Background: an optimization exercise with open tools, aiming at small area. Do not read the settings as production practice. Function was checked by simulation only, so behaviour that the tests miss may differ from the original. Power figures rest on the tool's default switching activity, not on a simulated workload.

Setup of before:
==> flow/design.v (excerpt) <==
module pkt_framer #(
  parameter int PAYLOAD_BYTES  = 40,
  parameter int FCS_BYTES      = 4,
  parameter int TIMEOUT_CYCLES = 64
) (
  input  logic                       clk_i,
  input  logic                       rst_i,
  input  logic                       in_valid_i,
  input  logic [7:0]                 in_data_i,
  input  logic                       in_sof_i,
  output logic                       in_ready_o,
  output logic                       crc_valid_o,
  output logic [8*PAYLOAD_BYTES-1:0] crc_data_o,
  input  logic                       crc_done_i,
  input  logic [31:0]                crc_value_i,
  output logic [15:0]                stat_ok_o,
  output logic [15:0]                stat_bad_o,
  output logic [15:0]                stat_drop_o,
  output logic                       out_valid_o,
  input  logic                       out_ready_i,
  output logic [8*PAYLOAD_BYTES-1:0] out_payload_o,
  output logic                       out_crc_ok_o,
  output logic                       out_timeout_o
);
  localparam int PW = 8 * PAYLOAD_BYTES;
  localparam int FW = 8 * FCS_BYTES;
  localparam int SW = PW + FW;
  logic [SW-1:0] sr_q;           
  logic [5:0]    cnt_q;          
  logic          in_ready_q, active_q, out_valid_q;
  logic          ok_q, tmo_q, verdict;    
  logic          accept, last_byte, waiting, tmo_hit, fcs_eq;
  logic [FW-1:0] fcs;
  assign accept    = in_valid_i & in_ready_q;
  assign last_byte = active_q & ~in_sof_i & cnt_q[5] & cnt_q[3] & cnt_q[1] & cnt_q[0];
  assign waiting   = ~in_ready_q & ~active_q & ~out_valid_q;
  assign tmo_hit   = (cnt_q == 6'd44);
  assign verdict   = waiting & (crc_done_i | tmo_hit);
  assign ok_q      = cnt_q[1];
  assign tmo_q     = cnt_q[0];
  genvar j;
  generate
    for (j = 0; j < FCS_BYTES; j++) begin : g_fcs
      assign fcs[8*j +: 8] = sr_q[8*(FCS_BYTES-1-j) +: 8];
    end
  endgenerate
  assign fcs_eq = (crc_value_i == fcs);
  always_ff @(posedge clk_i or posedge rst_i) begin
    if (rst_i) begin
      in_ready_q  <= 1'b1;
      active_q    <= 1'b0;
      out_valid_q <= 1'b0;
    end else begin
      active_q    <= in_ready_q & (active_q | (in_valid_i & in_sof_i));
      if (in_ready_q) in_ready_q <= ~(in_valid_i & last_byte);
      else            in_ready_q <= out_valid_q & out_ready_i;
      if (out_valid_q) out_valid_q <= ~out_ready_i;
  ...
For scale: about 900 cells after synthesis, roughly 410 flip-flops, roughly 740 I/O pins, about 16000 um2 of cells after synthesis.
==> module pkt_framer, before the edit <==
module pkt_framer #(
  parameter int PAYLOAD_BYTES  = 40,
  parameter int FCS_BYTES      = 4,
  parameter int TIMEOUT_CYCLES = 64
) (
  input  logic                       clk_i,
  input  logic                       rst_i,
  input  logic                       in_valid_i,
  input  logic [7:0]                 in_data_i,
  input  logic                       in_sof_i,
  output logic                       in_ready_o,
  output logic                       crc_valid_o,
  output logic [8*PAYLOAD_BYTES-1:0] crc_data_o,
  input  logic                       crc_done_i,
  input  logic [31:0]                crc_value_i,
  output logic [15:0]                stat_ok_o,
  output logic [15:0]                stat_bad_o,
  output logic [15:0]                stat_drop_o,
  output logic                       out_valid_o,
  input  logic                       out_ready_i,
  output logic [8*PAYLOAD_BYTES-1:0] out_payload_o,
  output logic                       out_crc_ok_o,
  output logic                       out_timeout_o
);
  localparam int PW = 8 * PAYLOAD_BYTES;
  localparam int FW = 8 * FCS_BYTES;
  localparam int SW = PW + FW;
  logic [SW-1:0] sr_q;           
  logic [5:0]    cnt_q;          
  logic          in_ready_q, active_q, out_valid_q;
  logic          ok_q, tmo_q, verdict;    
  logic          accept, last_byte, waiting, tmo_hit, fcs_eq;
  logic [FW-1:0] fcs;
  assign accept    = in_valid_i & in_ready_q;
  assign last_byte = active_q & ~in_sof_i & cnt_q[5] & cnt_q[3] & cnt_q[1] & cnt_q[0];
  assign waiting   = ~in_ready_q & ~active_q & ~out_valid_q;
  assign tmo_hit   = (cnt_q == 6'd44);
  assign verdict   = waiting & (crc_done_i | tmo_hit);
  assign ok_q      = cnt_q[1];
  assign tmo_q     = cnt_q[0];
  genvar j;
  generate
    for (j = 0; j < FCS_BYTES; j++) begin : g_fcs
      assign fcs[8*j +: 8] = sr_q[8*(FCS_BYTES-1-j) +: 8];
    end
  endgenerate
  assign fcs_eq = (crc_value_i == fcs);
  always_ff @(posedge clk_i or posedge rst_i) begin
    if (rst_i) begin
      in_ready_q  <= 1'b1;
      active_q    <= 1'b0;
      out_valid_q <= 1'b0;
    end else begin
      active_q    <= in_ready_q & (active_q | (in_valid_i & in_sof_i));
      if (in_ready_q) in_ready_q <= ~(in_valid_i & last_byte);
      else            in_ready_q <= out_valid_q & out_ready_i;
      if (out_valid_q) out_valid_q <= ~out_ready_i;
      else             out_valid_q <= verdict;
    end
  end
  always_ff @(posedge clk_i) begin
    if (accept) sr_q <= {sr_q[SW-9:0], in_data_i};
    if (accept & in_sof_i) cnt_q <= 6'd1;
    else if (in_ready_q ? in_valid_i : ~out_valid_q) begin
      cnt_q <= cnt_q + 6'd1;
      if (verdict) cnt_q[1:0] <= {crc_done_i & fcs_eq, ~crc_done_i};
    end
  end
  logic [15:0] stat_ok_q, stat_bad_q, stat_drop_q;
  logic        hand_off, drop_inc, ok_inc, bad_inc;
  assign hand_off = out_valid_q & out_ready_i;
  assign drop_inc = accept & ~(active_q ^ in_sof_i);
  assign ok_inc   = hand_off & ok_q;
  assign bad_inc  = hand_off & ~ok_q;
  function automatic logic [15:0] sat_inc(input logic [15:0] v, input logic en);
    logic [15:0] t;
    logic        lo_ones, go;
    lo_ones = &v[7:0];
    go      = en & ~(lo_ones & (&v[15:8]));
    t[0]    = go;
    for (int i = 0; i < 7; i++) t[i+1] = t[i] & v[i];
    t[8]    = go & lo_ones;
    for (int i = 8; i < 15; i++) t[i+1] = t[i] & v[i];
    sat_inc = v ^ t;
  endfunction
  always_ff @(posedge clk_i or posedge rst_i) begin
    if (rst_i) begin
      stat_ok_q   <= '0;
      stat_bad_q  <= '0;
      stat_drop_q <= '0;
    end else begin
      stat_drop_q <= sat_inc(stat_drop_q, drop_inc);
      stat_ok_q   <= sat_inc(stat_ok_q,   ok_inc);
      stat_bad_q  <= sat_inc(stat_bad_q,  bad_inc);
    end
  end
  assign stat_ok_o   = stat_ok_q;
  assign stat_bad_o  = stat_bad_q;
  assign stat_drop_o = stat_drop_q;
  assign in_ready_o    = in_ready_q;
  assign crc_valid_o   = ~in_ready_q & active_q;
  assign crc_data_o    = sr_q[SW-1:FW];
  assign out_valid_o   = out_valid_q;
  assign out_payload_o = sr_q[SW-1:FW];
  assign out_crc_ok_o  = ok_q;
  assign out_timeout_o = tmo_q;
endmodule
Settings: LEC_CHECK=0, ABC_AREA=0, CAP_MARGIN=20, CORE_AREA=4 4 161 161, DIE_AREA=0 0 165 165, PLACE_DENSITY=0.85, SLEW_MARGIN=20; clock period 4.0 ns.
standard.sh (not shown) runs the stock make flow with config.mk's settings and CLKGATE_MAP_FILE= SYNTH_SCRIPT=/design/flow/synth_recipe.tcl, a recipe that flattens the netlist after the stock synthesis.
==> flow/flow/run.sh <==
#!/bin/bash
# Standard ORFS layout with these changes:
# - the port buffers that global placement inserts use the smallest buffer cell;
# - pins may sit one routing track apart, so that a small die holds all 739 of them;
# - the buffers yosys/abc left are removed at floorplan instead of a pre-placement timing repair
#   (which only upsizes gates against unbuffered high-fanout nets);
# - the clock tree is built from compact sink clusters, with no dummy loads and no
#   double-spacing rule on the clock nets (it collides with the one-track pin spacing).
set -euo pipefail
bash standard.sh "BUFFER_PORTS_ARGS=-buffer_cell sky130_fd_sc_hd__buf_1" \
  "PLACE_PINS_ARGS=-min_distance 1 -min_distance_in_tracks" \
  "CTS_ARGS=-sink_clustering_enable -repair_clock_nets -sink_clustering_size 20 -sink_clustering_max_diameter 60 -buf_list sky130_fd_sc_hd__clkbuf_8 -dont_use_dummy_load -apply_ndr none" \
  REMOVE_ABC_BUFFERS=1 finish > standard_flow.log 2>&1
Per the final summary, before finished and its layout is clean on timing, DRC and antenna.
Input changes introduced in after (baseline for comparison: before):
==> flow/design.v <==
module pkt_framer #(
  parameter int PAYLOAD_BYTES  = 40,
  parameter int FCS_BYTES      = 4,
  parameter int TIMEOUT_CYCLES = 64
) (
  input  logic                       clk_i,
  input  logic                       rst_i,
  input  logic                       in_valid_i,
  input  logic [7:0]                 in_data_i,
  input  logic                       in_sof_i,
  output logic                       in_ready_o,
  output logic                       crc_valid_o,
  output logic [8*PAYLOAD_BYTES-1:0] crc_data_o,
  input  logic                       crc_done_i,
  input  logic [31:0]                crc_value_i,
  output logic [15:0]                stat_ok_o,
  output logic [15:0]                stat_bad_o,
  output logic [15:0]                stat_drop_o,
  output logic                       out_valid_o,
  input  logic                       out_ready_i,
  output logic [8*PAYLOAD_BYTES-1:0] out_payload_o,
  output logic                       out_crc_ok_o,
  output logic                       out_timeout_o
);
  localparam int PW = 8 * PAYLOAD_BYTES;
  localparam int FW = 8 * FCS_BYTES;
  localparam int SW = PW + FW;
  logic [SW-1:0] sr_q;           
  logic [5:0]    cnt_q;
  logic          in_ready_q, active_q, crc_valid_q, out_valid_q;
  logic          ok_q, tmo_q;
  logic          accept, last_byte, waiting, tmo_hit, fcs_eq;
  logic [FW-1:0] fcs;
  assign accept    = in_valid_i & in_ready_q;
  assign last_byte = active_q & ~in_sof_i & cnt_q[5] & cnt_q[3] & cnt_q[1] & cnt_q[0];
  assign waiting   = ~in_ready_q & ~crc_valid_q & ~out_valid_q;
  assign tmo_hit   = (cnt_q == 6'd44);
  genvar j;
  generate
    for (j = 0; j < FCS_BYTES; j++) begin : g_fcs
      assign fcs[8*j +: 8] = sr_q[8*(FCS_BYTES-1-j) +: 8];
    end
  endgenerate
  assign fcs_eq = (crc_value_i == fcs);
  always_ff @(posedge clk_i or posedge rst_i) begin
    if (rst_i) begin
      in_ready_q  <= 1'b1;
      active_q    <= 1'b0;
      crc_valid_q <= 1'b0;
      out_valid_q <= 1'b0;
    end else begin
      active_q    <= in_ready_q & (active_q | (in_valid_i & in_sof_i));
      crc_valid_q <= accept & last_byte;
      if (in_ready_q) in_ready_q <= ~(in_valid_i & last_byte);
      else            in_ready_q <= out_valid_q & out_ready_i;
      if (out_valid_q) out_valid_q <= ~out_ready_i;
      else             out_valid_q <= waiting & (crc_done_i | tmo_hit);
    end
  end
  always_ff @(posedge clk_i) begin
    if (accept) sr_q <= {sr_q[SW-9:0], in_data_i};
    if (accept & in_sof_i)          cnt_q <= 6'd1;
    else if (in_valid_i | ~in_ready_q) cnt_q <= cnt_q + 6'd1;
    if (~out_valid_q) begin
      ok_q  <= crc_done_i & fcs_eq;
      tmo_q <= ~crc_done_i;
    end
  end
  logic [15:0] stat_ok_q, stat_bad_q, stat_drop_q;
  logic        hand_off, drop_inc, ok_inc, bad_inc;
  assign hand_off = out_valid_q & out_ready_i;
  assign drop_inc = accept & ~(active_q ^ in_sof_i);
  assign ok_inc   = hand_off & ok_q;
  assign bad_inc  = hand_off & ~ok_q;
  function automatic logic [15:0] sat_inc(input logic [15:0] v, input logic en);
    logic [15:0] t;
    logic        lo_ones, go;
    lo_ones = &v[7:0];
    go      = en & ~(lo_ones & (&v[15:8]));
    t[0]    = go;
    for (int i = 0; i < 7; i++) t[i+1] = t[i] & v[i];
    t[8]    = go & lo_ones;
    for (int i = 8; i < 15; i++) t[i+1] = t[i] & v[i];
    sat_inc = v ^ t;
  endfunction
  always_ff @(posedge clk_i or posedge rst_i) begin
    if (rst_i) begin
      stat_ok_q   <= '0;
      stat_bad_q  <= '0;
      stat_drop_q <= '0;
    end else begin
      stat_drop_q <= sat_inc(stat_drop_q, drop_inc);
      stat_ok_q   <= sat_inc(stat_ok_q,   ok_inc);
      stat_bad_q  <= sat_inc(stat_bad_q,  bad_inc);
    end
  end
  assign stat_ok_o   = stat_ok_q;
  assign stat_bad_o  = stat_bad_q;
  assign stat_drop_o = stat_drop_q;
  assign in_ready_o    = in_ready_q;
  assign crc_valid_o   = crc_valid_q;
  assign crc_data_o    = sr_q[SW-1:FW];
  assign out_valid_o   = out_valid_q;
  assign out_payload_o = sr_q[SW-1:FW];
  assign out_crc_ok_o  = ok_q;
  assign out_timeout_o = tmo_q;
endmodule
--- outcome ---
- Worst path buffer plus inverter count: after lower than before
- Re die area: no difference whatsoever between before and after.
- In after, share of total power in sequential cells is higher than in before.
- Initial core utilization, before and after: higher on after
- On proportion of total power due to net switching: between before and after, it ends up lower for after.
- Looking at before and after, the synthesized cell count is a wash.
- On clock-pin slew reported for the worst setup and hold paths after clock tree synthesis, after tracks before almost exactly.
- after: full flow OK, the timing, DRC and antenna checks passed
- Share of the clock period used by the worst path (lower): after
- after ends up with a combinational group share of total power that is 7.3 points lower than in before.
- The overall die width of after and that of before are within noise of each other.
- In after, smallest setup slack after layout is higher than in before.

## port drivers added, routing unchanged
How much do the figures lean on ideal ports? The routed layouts below were timed once more, with nothing changed but the port constraints.
Step 1 assumes that a clkbuf_16 drives the clock port and a buf_2 every other input.
Step 2 adds t to the input delays and takes it off the output delays; t is the mean of the earliest and latest rising clock arrival at the registers after step 1. Input paths then give back, and output paths get back, about the clock's delay inside the block.
a / b / c = no drivers / after step 1 / after step 2; a / b = the first two.
run	shift t [ns]	setup slack, ns	hold slack, ns
before	0.588	1.322 / 1.322 / 0.989	0.335 / 0.320 / 0.459
after	0.604	1.345 / 1.345 / 0.966	0.339 / 0.322 / 0.438
After both steps every run listed still meets setup and hold. The setup slack of after, which loses most, moves by 0.000 ns with the drivers and by -0.379 ns with both steps.
